Background: an optimization exercise with open tools, aiming at small area and a short achievable clock period. Do not read the settings as production practice. Function not checked in this run: the RTL went through the layout flow alone. Power is estimated from default activity; no workload was simulated.

File: flow/config.mk
export PLATFORM = sky130hd
export DESIGN_NAME = mac_array_2x2
export DESIGN_NICKNAME = mac_array_2x2
export VERILOG_FILES = /design/flow/design.v
export SDC_FILE = /design/flow/constraint.sdc
export NUM_CORES = 4
export LEC_CHECK = 0
export CAP_MARGIN = 20
export CORE_MARGIN = 2
export CORE_UTILIZATION = 40
export SETUP_SLACK_MARGIN = 1.5
export SLEW_MARGIN = 20
File: flow/constraint.sdc
create_clock -name core_clock -period 6.5 [get_ports {clk}]
set_input_delay 1.3000 -clock core_clock [delete_from_list [all_inputs] [get_ports {clk}]]
set_output_delay 1.3000 -clock core_clock [all_outputs]
set_load 0.01 [all_outputs]
File: flow/design.v
package mac_pkg;
  localparam int DATA_W = 8;
  localparam int ACC_W  = 32;
  typedef logic signed [DATA_W-1:0] operand_t;
  typedef logic signed [ACC_W-1:0]  acc_t;
  typedef operand_t operand_arr_t [2][2];
  typedef acc_t     acc_arr_t     [2][2];
endpackage
module mac_pe
#(
  parameter int DATA_W = mac_pkg::DATA_W,
  parameter int ACC_W  = mac_pkg::ACC_W
) (
  input  logic                     clk,
  input  logic                     rst_n,
  input  logic                     en,
  input  logic                     clear,
  input  logic signed [DATA_W-1:0] a,
  input  logic signed [DATA_W-1:0] b,
  output logic signed [ACC_W-1:0]  acc
);
  logic [15:0] h_r;
  logic [17:0] r0_r, r1_r;
  wire g1 = r0_r[0] & r1_r[0];
  wire g2 = r0_r[1] & r1_r[1];
  wire g3 = r0_r[2] & r1_r[2];
  wire g4 = r0_r[3] & r1_r[3];
  wire g5 = r0_r[4] & r1_r[4];
  wire g6 = r0_r[5] & r1_r[5];
  wire g7 = r0_r[6] & r1_r[6];
  wire g8 = r0_r[7] & r1_r[7];
  wire g9 = r0_r[8] & r1_r[8];
  wire g10 = r0_r[9] & r1_r[9];
  wire g11 = r0_r[10] & r1_r[10];
  wire g12 = r0_r[11] & r1_r[11];
  wire g13 = r0_r[12] & r1_r[12];
  wire g14 = r0_r[13] & r1_r[13];
  wire g15 = r0_r[14] & r1_r[14];
  wire g16 = r0_r[15] & r1_r[15];
  wire g17 = r0_r[16] & r1_r[16];
  wire g18 = r0_r[17] & r1_r[17];
  wire p19 = r0_r[0] ^ r1_r[0];
  wire p20 = r0_r[1] ^ r1_r[1];
  wire p21 = r0_r[2] ^ r1_r[2];
  wire p22 = r0_r[3] ^ r1_r[3];
  wire p23 = r0_r[4] ^ r1_r[4];
  wire p24 = r0_r[5] ^ r1_r[5];
  wire p25 = r0_r[6] ^ r1_r[6];
  wire p26 = r0_r[7] ^ r1_r[7];
  wire p27 = r0_r[8] ^ r1_r[8];
  wire p28 = r0_r[9] ^ r1_r[9];
  wire p29 = r0_r[10] ^ r1_r[10];
  wire p30 = r0_r[11] ^ r1_r[11];
  wire p31 = r0_r[12] ^ r1_r[12];
  wire p32 = r0_r[13] ^ r1_r[13];
  wire p33 = r0_r[14] ^ r1_r[14];
  wire p34 = r0_r[15] ^ r1_r[15];
  wire p35 = r0_r[16] ^ r1_r[16];
  wire p36 = r0_r[17] ^ r1_r[17];
  wire G37 = g2 | (p20 & g1);
  wire P38 = p20 & p19;
  wire G39 = g3 | (p21 & g2);
  wire P40 = p21 & p20;
  wire G41 = g4 | (p22 & g3);
  wire P42 = p22 & p21;
  wire G43 = g5 | (p23 & g4);
  wire P44 = p23 & p22;
  wire G45 = g6 | (p24 & g5);
  wire P46 = p24 & p23;
  wire G47 = g7 | (p25 & g6);
  wire P48 = p25 & p24;
  wire G49 = g8 | (p26 & g7);
  wire P50 = p26 & p25;
  wire G51 = g9 | (p27 & g8);
  wire P52 = p27 & p26;
  wire G53 = g10 | (p28 & g9);
  wire P54 = p28 & p27;
  wire G55 = g11 | (p29 & g10);
  wire P56 = p29 & p28;
  wire G57 = g12 | (p30 & g11);
  wire P58 = p30 & p29;
  wire G59 = g13 | (p31 & g12);
  wire P60 = p31 & p30;
  wire G61 = g14 | (p32 & g13);
  wire P62 = p32 & p31;
  wire G63 = g15 | (p33 & g14);
  wire P64 = p33 & p32;
  wire G65 = g16 | (p34 & g15);
  wire P66 = p34 & p33;
  wire G67 = g17 | (p35 & g16);
  wire P68 = p35 & p34;
  wire G69 = g18 | (p36 & g17);
  wire P70 = p36 & p35;
  wire G71 = G39 | (P40 & g1);
  wire P72 = P40 & p19;
  wire G73 = G41 | (P42 & G37);
  wire P74 = P42 & P38;
  wire G75 = G43 | (P44 & G39);
  wire P76 = P44 & P40;
  wire G77 = G45 | (P46 & G41);
  wire P78 = P46 & P42;
  wire G79 = G47 | (P48 & G43);
  wire P80 = P48 & P44;
  wire G81 = G49 | (P50 & G45);
  wire P82 = P50 & P46;
  wire G83 = G51 | (P52 & G47);
  wire P84 = P52 & P48;
  wire G85 = G53 | (P54 & G49);
  wire P86 = P54 & P50;
  wire G87 = G55 | (P56 & G51);
  wire P88 = P56 & P52;
  wire G89 = G57 | (P58 & G53);
  wire P90 = P58 & P54;
  wire G91 = G59 | (P60 & G55);
  wire P92 = P60 & P56;
  wire G93 = G61 | (P62 & G57);
  wire P94 = P62 & P58;
  wire G95 = G63 | (P64 & G59);
  wire P96 = P64 & P60;
  wire G97 = G65 | (P66 & G61);
  wire P98 = P66 & P62;
  wire G99 = G67 | (P68 & G63);
  wire P100 = P68 & P64;
  wire G101 = G69 | (P70 & G65);
  wire P102 = P70 & P66;
  wire G103 = G75 | (P76 & g1);
  wire P104 = P76 & p19;
  wire G105 = G77 | (P78 & G37);
  wire P106 = P78 & P38;
  wire G107 = G79 | (P80 & G71);
  wire P108 = P80 & P72;
  wire G109 = G81 | (P82 & G73);
  wire P110 = P82 & P74;
  wire G111 = G83 | (P84 & G75);
  wire P112 = P84 & P76;
  wire G113 = G85 | (P86 & G77);
  wire P114 = P86 & P78;
  wire G115 = G87 | (P88 & G79);
  wire P116 = P88 & P80;
  wire G117 = G89 | (P90 & G81);
  wire P118 = P90 & P82;
  wire G119 = G91 | (P92 & G83);
  wire P120 = P92 & P84;
  wire G121 = G93 | (P94 & G85);
  wire P122 = P94 & P86;
  wire G123 = G95 | (P96 & G87);
  wire P124 = P96 & P88;
  wire G125 = G97 | (P98 & G89);
  wire P126 = P98 & P90;
  wire G127 = G99 | (P100 & G91);
  wire P128 = P100 & P92;
  wire G129 = G101 | (P102 & G93);
  wire P130 = P102 & P94;
  wire G131 = G111 | (P112 & g1);
  wire P132 = P112 & p19;
  wire G133 = G113 | (P114 & G37);
  wire P134 = P114 & P38;
  wire G135 = G115 | (P116 & G71);
  wire P136 = P116 & P72;
  wire G137 = G117 | (P118 & G73);
  wire P138 = P118 & P74;
  wire G139 = G119 | (P120 & G103);
  wire P140 = P120 & P104;
  wire G141 = G121 | (P122 & G105);
  wire P142 = P122 & P106;
  wire G143 = G123 | (P124 & G107);
  wire P144 = P124 & P108;
  wire G145 = G125 | (P126 & G109);
  wire P146 = P126 & P110;
  wire G147 = G127 | (P128 & G111);
  wire P148 = P128 & P112;
  wire G149 = G129 | (P130 & G113);
  wire P150 = P130 & P114;
  wire G151 = G147 | (P148 & g1);
  wire P152 = P148 & p19;
  wire G153 = G149 | (P150 & G37);
  wire P154 = P150 & P38;
  wire sum155 = p20 ^ g1;
  wire sum156 = p21 ^ G37;
  wire sum157 = p22 ^ G71;
  wire sum158 = p23 ^ G73;
  wire sum159 = p24 ^ G103;
  wire sum160 = p25 ^ G105;
  wire sum161 = p26 ^ G107;
  wire sum162 = p27 ^ G109;
  wire sum163 = p28 ^ G131;
  wire sum164 = p29 ^ G133;
  wire sum165 = p30 ^ G135;
  wire sum166 = p31 ^ G137;
  wire sum167 = p32 ^ G139;
  wire sum168 = p33 ^ G141;
  wire sum169 = p34 ^ G143;
  wire sum170 = p35 ^ G145;
  wire sum171 = p36 ^ G151;
  wire [17:0] s_v = {sum171, sum170, sum169, sum168, sum167, sum166, sum165, sum164, sum163, sum162, sum161, sum160, sum159, sum158, sum157, sum156, sum155, p19};
  wire [15:0] h_m1 = h_r - 16'd1;
  wire [15:0] h_p1 = h_r + 16'd1;
  wire [15:0] hi_v = s_v[17] ? h_p1 : (s_v[16] ? h_r : h_m1);
  wire [31:0] acc_v = {hi_v, s_v[15:0]};
  wire [7:0] ag = a & {8{en}};
  wire pp172 = (ag[0] & b[0]);
  wire pp173 = (ag[0] & b[1]);
  wire pp174 = (ag[0] & b[2]);
  wire pp175 = (ag[0] & b[3]);
  wire pp176 = (ag[0] & b[4]);
  wire pp177 = (ag[0] & b[5]);
  wire pp178 = (ag[0] & b[6]);
  wire pp179 = ~(ag[0] & b[7]);
  wire pp180 = (ag[1] & b[0]);
  wire pp181 = (ag[1] & b[1]);
  wire pp182 = (ag[1] & b[2]);
  wire pp183 = (ag[1] & b[3]);
  wire pp184 = (ag[1] & b[4]);
  wire pp185 = (ag[1] & b[5]);
  wire pp186 = (ag[1] & b[6]);
  wire pp187 = ~(ag[1] & b[7]);
  wire pp188 = (ag[2] & b[0]);
  wire pp189 = (ag[2] & b[1]);
  wire pp190 = (ag[2] & b[2]);
  wire pp191 = (ag[2] & b[3]);
  wire pp192 = (ag[2] & b[4]);
  wire pp193 = (ag[2] & b[5]);
  wire pp194 = (ag[2] & b[6]);
  wire pp195 = ~(ag[2] & b[7]);
  wire pp196 = (ag[3] & b[0]);
  wire pp197 = (ag[3] & b[1]);
  wire pp198 = (ag[3] & b[2]);
  wire pp199 = (ag[3] & b[3]);
  wire pp200 = (ag[3] & b[4]);
  wire pp201 = (ag[3] & b[5]);
  wire pp202 = (ag[3] & b[6]);
  wire pp203 = ~(ag[3] & b[7]);
  wire pp204 = (ag[4] & b[0]);
  wire pp205 = (ag[4] & b[1]);
  wire pp206 = (ag[4] & b[2]);
  wire pp207 = (ag[4] & b[3]);
  wire pp208 = (ag[4] & b[4]);
  wire pp209 = (ag[4] & b[5]);
  wire pp210 = (ag[4] & b[6]);
  wire pp211 = ~(ag[4] & b[7]);
  wire pp212 = (ag[5] & b[0]);
  wire pp213 = (ag[5] & b[1]);
  wire pp214 = (ag[5] & b[2]);
  wire pp215 = (ag[5] & b[3]);
  wire pp216 = (ag[5] & b[4]);
  wire pp217 = (ag[5] & b[5]);
  wire pp218 = (ag[5] & b[6]);
  wire pp219 = ~(ag[5] & b[7]);
  wire pp220 = (ag[6] & b[0]);
  wire pp221 = (ag[6] & b[1]);
  wire pp222 = (ag[6] & b[2]);
  wire pp223 = (ag[6] & b[3]);
  wire pp224 = (ag[6] & b[4]);
  wire pp225 = (ag[6] & b[5]);
  wire pp226 = (ag[6] & b[6]);
  wire pp227 = ~(ag[6] & b[7]);
  wire pp228 = ~(ag[7] & b[0]);
  wire pp229 = ~(ag[7] & b[1]);
  wire pp230 = ~(ag[7] & b[2]);
  wire pp231 = ~(ag[7] & b[3]);
  wire pp232 = ~(ag[7] & b[4]);
  wire pp233 = ~(ag[7] & b[5]);
  wire pp234 = ~(ag[7] & b[6]);
  wire pp235 = (ag[7] & b[7]);
  wire s236 = s_v[5] ^ pp212;
  wire c237 = s_v[5] & pp212;
  wire s238 = s_v[6] ^ pp220 ^ pp213;
  wire c239 = (s_v[6] & pp220) | (s_v[6] & pp213) | (pp220 & pp213);
  wire s240 = pp206 ^ pp199;
  wire c241 = pp206 & pp199;
  wire s242 = s_v[7] ^ pp228 ^ pp221;
  wire c243 = (s_v[7] & pp228) | (s_v[7] & pp221) | (pp228 & pp221);
  wire s244 = pp214 ^ pp207 ^ pp200;
  wire c245 = (pp214 & pp207) | (pp214 & pp200) | (pp207 & pp200);
  wire s246 = pp193 ^ pp186;
  wire c247 = pp193 & pp186;
  wire s248 = s_v[8] ^ 1 ^ pp229;
  wire c249 = (s_v[8] & 1) | (s_v[8] & pp229) | (1 & pp229);
  wire s250 = pp222 ^ pp215 ^ pp208;
  wire c251 = (pp222 & pp215) | (pp222 & pp208) | (pp215 & pp208);
  wire s252 = pp201 ^ pp194 ^ pp187;
  wire c253 = (pp201 & pp194) | (pp201 & pp187) | (pp194 & pp187);
  wire s254 = s_v[9] ^ pp230 ^ pp223;
  wire c255 = (s_v[9] & pp230) | (s_v[9] & pp223) | (pp230 & pp223);
  wire s256 = pp216 ^ pp209 ^ pp202;
  wire c257 = (pp216 & pp209) | (pp216 & pp202) | (pp209 & pp202);
  wire s258 = s_v[10] ^ pp231 ^ pp224;
  wire c259 = (s_v[10] & pp231) | (s_v[10] & pp224) | (pp231 & pp224);
  wire s260 = s_v[3] ^ pp196;
  wire c261 = s_v[3] & pp196;
  wire s262 = s_v[4] ^ pp204 ^ pp197;
  wire c263 = (s_v[4] & pp204) | (s_v[4] & pp197) | (pp204 & pp197);
  wire s264 = pp190 ^ pp183;
  wire c265 = pp190 & pp183;
  wire s266 = s236 ^ pp205 ^ pp198;
  wire c267 = (s236 & pp205) | (s236 & pp198) | (pp205 & pp198);
  wire s268 = pp191 ^ pp184 ^ pp177;
  wire c269 = (pp191 & pp184) | (pp191 & pp177) | (pp184 & pp177);
  wire s270 = c237 ^ s240 ^ s238;
  wire c271 = (c237 & s240) | (c237 & s238) | (s240 & s238);
  wire s272 = pp192 ^ pp185 ^ pp178;
  wire c273 = (pp192 & pp185) | (pp192 & pp178) | (pp185 & pp178);
  wire s274 = c241 ^ c239 ^ s246;
  wire c275 = (c241 & c239) | (c241 & s246) | (c239 & s246);
  wire s276 = s244 ^ s242 ^ pp179;
  wire c277 = (s244 & s242) | (s244 & pp179) | (s242 & pp179);
  wire s278 = c247 ^ c245 ^ c243;
  wire c279 = (c247 & c245) | (c247 & c243) | (c245 & c243);
  wire s280 = s252 ^ s250 ^ s248;
  wire c281 = (s252 & s250) | (s252 & s248) | (s250 & s248);
  wire s282 = c253 ^ c251 ^ c249;
  wire c283 = (c253 & c251) | (c253 & c249) | (c251 & c249);
  wire s284 = s256 ^ s254 ^ pp195;
  wire c285 = (s256 & s254) | (s256 & pp195) | (s254 & pp195);
  wire s286 = c257 ^ c255 ^ s258;
  wire c287 = (c257 & c255) | (c257 & s258) | (c255 & s258);
  wire s288 = pp217 ^ pp210 ^ pp203;
  wire c289 = (pp217 & pp210) | (pp217 & pp203) | (pp210 & pp203);
  wire s290 = c259 ^ s_v[11] ^ pp232;
  wire c291 = (c259 & s_v[11]) | (c259 & pp232) | (s_v[11] & pp232);
  wire s292 = pp225 ^ pp218 ^ pp211;
  wire c293 = (pp225 & pp218) | (pp225 & pp211) | (pp218 & pp211);
  wire s294 = s_v[12] ^ pp233 ^ pp226;
  wire c295 = (s_v[12] & pp233) | (s_v[12] & pp226) | (pp233 & pp226);
  wire s296 = s_v[2] ^ pp188;
  wire c297 = s_v[2] & pp188;
  wire s298 = s260 ^ pp189 ^ pp182;
  wire c299 = (s260 & pp189) | (s260 & pp182) | (pp189 & pp182);
  wire s300 = c261 ^ s264 ^ s262;
  wire c301 = (c261 & s264) | (c261 & s262) | (s264 & s262);
  wire s302 = c265 ^ c263 ^ s268;
  wire c303 = (c265 & c263) | (c265 & s268) | (c263 & s268);
  wire s304 = c269 ^ c267 ^ s272;
  wire c305 = (c269 & c267) | (c269 & s272) | (c267 & s272);
  wire s306 = c273 ^ c271 ^ s276;
  wire c307 = (c273 & c271) | (c273 & s276) | (c271 & s276);
  wire s308 = c277 ^ c275 ^ s280;
  wire c309 = (c277 & c275) | (c277 & s280) | (c275 & s280);
  wire s310 = c281 ^ c279 ^ s284;
  wire c311 = (c281 & c279) | (c281 & s284) | (c279 & s284);
  wire s312 = c285 ^ c283 ^ s288;
  wire c313 = (c285 & c283) | (c285 & s288) | (c283 & s288);
  wire s314 = c289 ^ c287 ^ s292;
  wire c315 = (c289 & c287) | (c289 & s292) | (c287 & s292);
  wire s316 = c293 ^ c291 ^ s294;
  wire c317 = (c293 & c291) | (c293 & s294) | (c291 & s294);
  wire s318 = c295 ^ s_v[13] ^ pp234;
  wire c319 = (c295 & s_v[13]) | (c295 & pp234) | (s_v[13] & pp234);
  wire s320 = s_v[1] ^ pp180;
  wire c321 = s_v[1] & pp180;
  wire s322 = s296 ^ pp181 ^ pp174;
  wire c323 = (s296 & pp181) | (s296 & pp174) | (pp181 & pp174);
  wire s324 = c297 ^ s298 ^ pp175;
  wire c325 = (c297 & s298) | (c297 & pp175) | (s298 & pp175);
  wire s326 = c299 ^ s300 ^ pp176;
  wire c327 = (c299 & s300) | (c299 & pp176) | (s300 & pp176);
  wire s328 = c301 ^ s302 ^ s266;
  wire c329 = (c301 & s302) | (c301 & s266) | (s302 & s266);
  wire s330 = c303 ^ s304 ^ s270;
  wire c331 = (c303 & s304) | (c303 & s270) | (s304 & s270);
  wire s332 = c305 ^ s306 ^ s274;
  wire c333 = (c305 & s306) | (c305 & s274) | (s306 & s274);
  wire s334 = c307 ^ s308 ^ s278;
  wire c335 = (c307 & s308) | (c307 & s278) | (s308 & s278);
  wire s336 = c309 ^ s310 ^ s282;
  wire c337 = (c309 & s310) | (c309 & s282) | (s310 & s282);
  wire s338 = c311 ^ s312 ^ s286;
  wire c339 = (c311 & s312) | (c311 & s286) | (s312 & s286);
  wire s340 = c313 ^ s314 ^ s290;
  wire c341 = (c313 & s314) | (c313 & s290) | (s314 & s290);
  wire s342 = c315 ^ s316 ^ pp219;
  wire c343 = (c315 & s316) | (c315 & pp219) | (s316 & pp219);
  wire s344 = c317 ^ s318 ^ pp227;
  wire c345 = (c317 & s318) | (c317 & pp227) | (s318 & pp227);
  wire s346 = c319 ^ s_v[14] ^ pp235;
  wire c347 = (c319 & s_v[14]) | (c319 & pp235) | (s_v[14] & pp235);
  wire s348 = ~s_v[15];
  wire [17:0] r0_n = {1'b0, s_v[15], s348, s346, s344, s342, s340, s338, s336, s334, s332, s330, s328, s326, s324, s322, pp173, pp172};
  wire [17:0] r1_n = {1'b0, 1'b0, c347, c345, c343, c341, c339, c337, c335, c333, c331, c329, c327, c325, c323, c321, s320, s_v[0]};
  always_ff @(posedge clk) begin
    if (!rst_n || clear) begin
      h_r  <= '0;
      r0_r <= 18'h10000;
      r1_r <= '0;
    end else begin
      h_r  <= hi_v;
      r0_r <= r0_n;
      r1_r <= r1_n;
    end
  end
  assign acc = acc_v;
endmodule
module mac_array_2x2
#(
  parameter int DATA_W = mac_pkg::DATA_W,
  parameter int ACC_W  = mac_pkg::ACC_W
) (
  input  logic                  clk,
  input  logic                  rst_n,
  input  logic                  en,
  input  logic                  clear,
  input  logic [4*DATA_W-1:0]   a,
  input  logic [4*DATA_W-1:0]   b,
  output logic [4*ACC_W-1:0]    acc
);
  for (genvar gi = 0; gi < 2; gi++) begin : g_row
    for (genvar gj = 0; gj < 2; gj++) begin : g_col
      mac_pe #(
        .DATA_W (DATA_W),
        .ACC_W  (ACC_W)
      ) u_pe (
        .clk   (clk),
        .rst_n (rst_n),
        .en    (en),
        .clear (clear),
        .a     (a[(2*gi+gj)*DATA_W +: DATA_W]),
        .b     (b[(2*gi+gj)*DATA_W +: DATA_W]),
        .acc   (acc[(2*gi+gj)*ACC_W +: ACC_W])
      );
    end
  end
endmodule
File: flow/flow/run.sh
#!/bin/bash
# Layout: the standard flow (standard.sh), with the port buffers that
# global placement inserts made plain buf_2 cells instead of the delay buffers
# the resizer picks by default.  make's full output goes to standard.log; each
# ORFS step also keeps its own log under orfs/logs/.
set -euo pipefail
export BUFFER_PORTS_ARGS="-buffer_cell sky130_fd_sc_hd__buf_2"
bash standard.sh > standard.log 2>&1
File: flow/standard.sh
#!/bin/bash
# synth_recipe.tcl (not shown) runs the flow's synth.tcl, then flattens the netlist and writes it again
# the make line also repeats each setting of config.mk as NAME=value (left out here)
make -C /OpenROAD-flow-scripts/flow DESIGN_CONFIG=/design/flow/config.mk WORK_HOME=/design/flow/orfs CLKGATE_MAP_FILE= SYNTH_SCRIPT=/design/flow/synth_recipe.tcl "${@:-finish}"
==> impl_metrics.env <==
export IMPL_post_route_cells_drive_above_1_share=0.128
export IMPL_worst_endpoint_required_ps=5200
export IMPL_detailed_route_wl_um=43200
export IMPL_dpl_instance_area_um2=19000
export IMPL_ys_top_cells_by_count="269 x inv_1, 196 x dfxtp_1, 196 x fa_1, 178 x and3_1, 170 x and2_1"
export IMPL_fin_nets=2504
export IMPL_timing_critical_path_arrival_ps=3570
export IMPL_seq_area_frac_synth=0.218
export IMPL_cts_clk_slew_worst_paths_ps=80
export IMPL_design_core_area_um2=44300
export IMPL_clock_tree_buffer_depth=2
export IMPL_finalMaxSlewViolations=0
export IMPL_synth_top_cell_by_area="dfxtp_1"
export IMPL_synthMostInstantiatedCell="inv_1"
export IMPL_rsz0062_at_grt="yes"
export IMPL_first_global_vias=13886
export IMPL_report_power_total_mw=5.42
export IMPL_vdd_ir_drop_worst_uv=198
export IMPL_maxCapViolCount=0
export IMPL_synthMuxAreaShare=0.0120
export IMPL_min_path_type="flip-flop to flip-flop"
export IMPL_worst_pin_slew_ps=885
export IMPL_start_kind="flip-flop"
export IMPL_hpwlAfterDp_um=34600
export IMPL_syn_mean_instance_area_um2=8.80
export IMPL_place_ws_ps=1700
export IMPL_cts_hold_repair_buffers=0
export IMPL_io_buffers=195
export IMPL_drt_iter0_markers=853
export IMPL_synthArstFlopShare=0
export IMPL_synth_distinct_cells=70
export IMPL_post_synthesis_share_of_cell_area_spent_on_xor_and_xnor_gates=0.0540
export IMPL_cellPowerDensity_nw_per_um2=274
export IMPL_critPathCaptureType="output pin"
export IMPL_max_slew_headroom_at_the_worst_pin=0.410
export IMPL_synth_ff_type="dfxtp_1"
export IMPL_floorplan_initialDensity=0.406
export IMPL_detail_route_wl_per_cell_um=15.8
export IMPL_finalCritPeriodShare=0.749
export IMPL_yosys_area_share_adder=0.291
export IMPL_drtAntennaViolNets=0
export IMPL_tns_ps=0
export IMPL_finalCriticalPeriod_ps=4870
export IMPL_clkSinkCount=196
export IMPL_die_height_um=216
export IMPL_ys_ff_latch=196
export IMPL_io_pins=196
export IMPL_netlist_area_leader_share=0.218
export IMPL_synth_simple_gate_area_share=0.236
export IMPL_cell_row_count=77
export IMPL_setup_viol=0
export IMPL_cts_buffers_inserted=17
export IMPL_antenna_found_initial=1
export IMPL_critPathMaxFanout=13
export IMPL_synth_compound_gate_area_share=0.0900
export IMPL_setup_slack_ps=1630
export IMPL_ys_warn_count=1
export IMPL_clock_insertion_delay_worst_skew_ps=460
export IMPL_grt_ovfl_total=0
export IMPL_synth_top_family_by_area="adder cells"
export IMPL_syn_instance_count=2042
export IMPL_remaining_design_rule_violation_count=0
export IMPL_grt_start_max_net_pins=104
export IMPL_finish_instance_area_um2=19800
export IMPL_cts_htree_levels=4
export IMPL_clock_tree_root_cell="clkbuf_16"
export IMPL_vias_per_cell=5.12
export IMPL_setup_skew_after_layout_ps=10.5
export IMPL_finalHoldViolations=0
export IMPL_floorplan_die_area_um2=46700
export IMPL_dieWidth_um=216
export IMPL_routabilityCongestion=0.895
export IMPL_routed_via_count=14026
export IMPL_first_pass_grt_wire_length_um=71300
export IMPL_cts_tree="done"
export IMPL_netlist_area_um2=18000
export IMPL_synthesis_nets=2410
export IMPL_timing_setup_critical_path_class="flip-flop to output pin"
export IMPL_top_post_synthesis_cells_by_area="dfxtp_1 22%, fa_1 22%, ha_1 7.2%"
export IMPL_achievable_frequency_mhz=205
export IMPL_area_added_between_synthesis_and_finish_pct=10.2
export IMPL_power_leakage_nw=9.97
export IMPL_grt_use_total=0.189
export IMPL_iteration_count_of_the_initial_detailed_routing_pass=5
export IMPL_status="timing/DRC/antenna clean"
export IMPL_synth_enable_flop_cells=0
[flip-flops by register name (all words and copies together), names as in the netlist]
signal                 cells
g_row.g_col.u_pe.h_r      64
g_row.g_col.u_pe.r0_r     68
g_row.g_col.u_pe.r1_r     64
[layout by cell type, fill, tap and decap left out, drive strengths merged, types with 65 or more instances in the layout]
master | netlist | final
inv | 269 | 276
buf | 70 | 213
dfxtp | 196 | 196
fa | 196 | 196
and3 | 178 | 178
and2 | 170 | 170
nand2 | 109 | 109
ha | 104 | 104
nand3 | 97 | 97
xnor2 | 77 | 77
nor2 | 65 | 65
[final timing paths]
check	start	endpoint	slack, ps	cells after the start
min reg2reg	g_row[0].g_col[0].u_pe.h_r[15]	g_row[0].g_col[0].u_pe.h_r[15]	490	2
max reg2reg	g_row[0].g_col[0].u_pe.r1_r[0]	g_row[0].g_col[0].u_pe.r0_r[11]	2070	15
max	g_row[0].g_col[1].u_pe.r1_r[9]	acc[55]	1630	11
min	g_row[0].g_col[0].u_pe.h_r[15]	g_row[0].g_col[0].u_pe.h_r[15]	490	2
[layer usage]
metal / up-vias / track usage / part of all wire
met5: - / 0 / 0
met4: 0 / 0.0562 / 0.017
met3: 44 / 0.0302 / 0.045
met2: 338 / 0.294 / 0.44
met1: 6772 / 0.269 / 0.49
li1: 6872 / - / -
[timing repair]
action | 4_1_cts | 5_1_grt
setup buffers | 0 | 8
endpoints found under the setup margin | 24 | 31
resized for setup | 8 | 20
pin swaps | 0 | 6
[kinds of logic (layout without fill, tap and decap cells)]
family,Yosys count,in the layout
xor+xnor,110,110
fa+ha+maj,300,300
flops,196,196
other cells,0,1
compound gates,238,238
simple gates,770,770
mux,21,21
buf+inv,407,514
[per-stage QoR]
step	util	instances	hold WS (ps)
2_1_floorplan	-	2042	454
4_1_cts	0.443	2733	492
5_1_grt	0.447	2742	526
3_5_place_dp	0.429	2701	481
3_3_place_gp	0.429	2701	466
6_report	0.447	2742	491
[worst max-delay path: stages, from the launching register on]
cell and delay [ps]:
dfxtp_1 300, ha_1 240, or4_1 550, a21oi_2 160, a31oi_2 150, a311o_1 420, a211oi_2 230, buf_4 230
and3_1 200, a21oi_1 80, xnor2_1 330, buf_2 200
[power by group]
group | leakage (nW) | total (mW) | internal [mW] | switching [mW]
Sequential | 1.60 | 1.47 | 1.38 | 0.0931
Combinational | 8.08 | 2.89 | 1.19 | 1.70
Clock | 0.287 | 1.06 | 0.515 | 0.547
Total | 9.97 | 5.42 | 3.08 | 2.34
[cell type report]
type | instances | area (um2)
Clock inverter | 15 | 164
Multi-Input combinational cell | 1439 | 12400
Clock buffer | 17 | 425
Inverter | 269 | 1010
Timing Repair Buffer | 213 | 1110
Antenna cell | 1 | 2.50
Sequential cell | 196 | 3920
Fill cell | 4372 | 24500
Tap cell | 592 | 741

## separate check: timing with driven ports
Ports are ideal in the flow. The routed layout listed here was re-timed in OpenROAD. Step 1, drivers: a clkbuf_16 drives clk and a buf_2 each remaining input, both assumed. Step 2 adds t to the input delays and takes it off the output delays; t is the mean of the earliest and latest rising clock arrival at the registers after step 1. Input paths then give back, and output paths get back, about the clock's delay inside the block. a / b / c = ideal ports / drivers / drivers and shift; a / b = the first two.
t, ns: 0.512
setup WS [ns]: 1.632 / 1.574 / 1.634
pins driven straight from the clock port: 1
After both steps setup and hold are still met in this run. For this run, drivers alone change the setup slack by -0.058 ns; drivers and shift together by +0.002 ns.
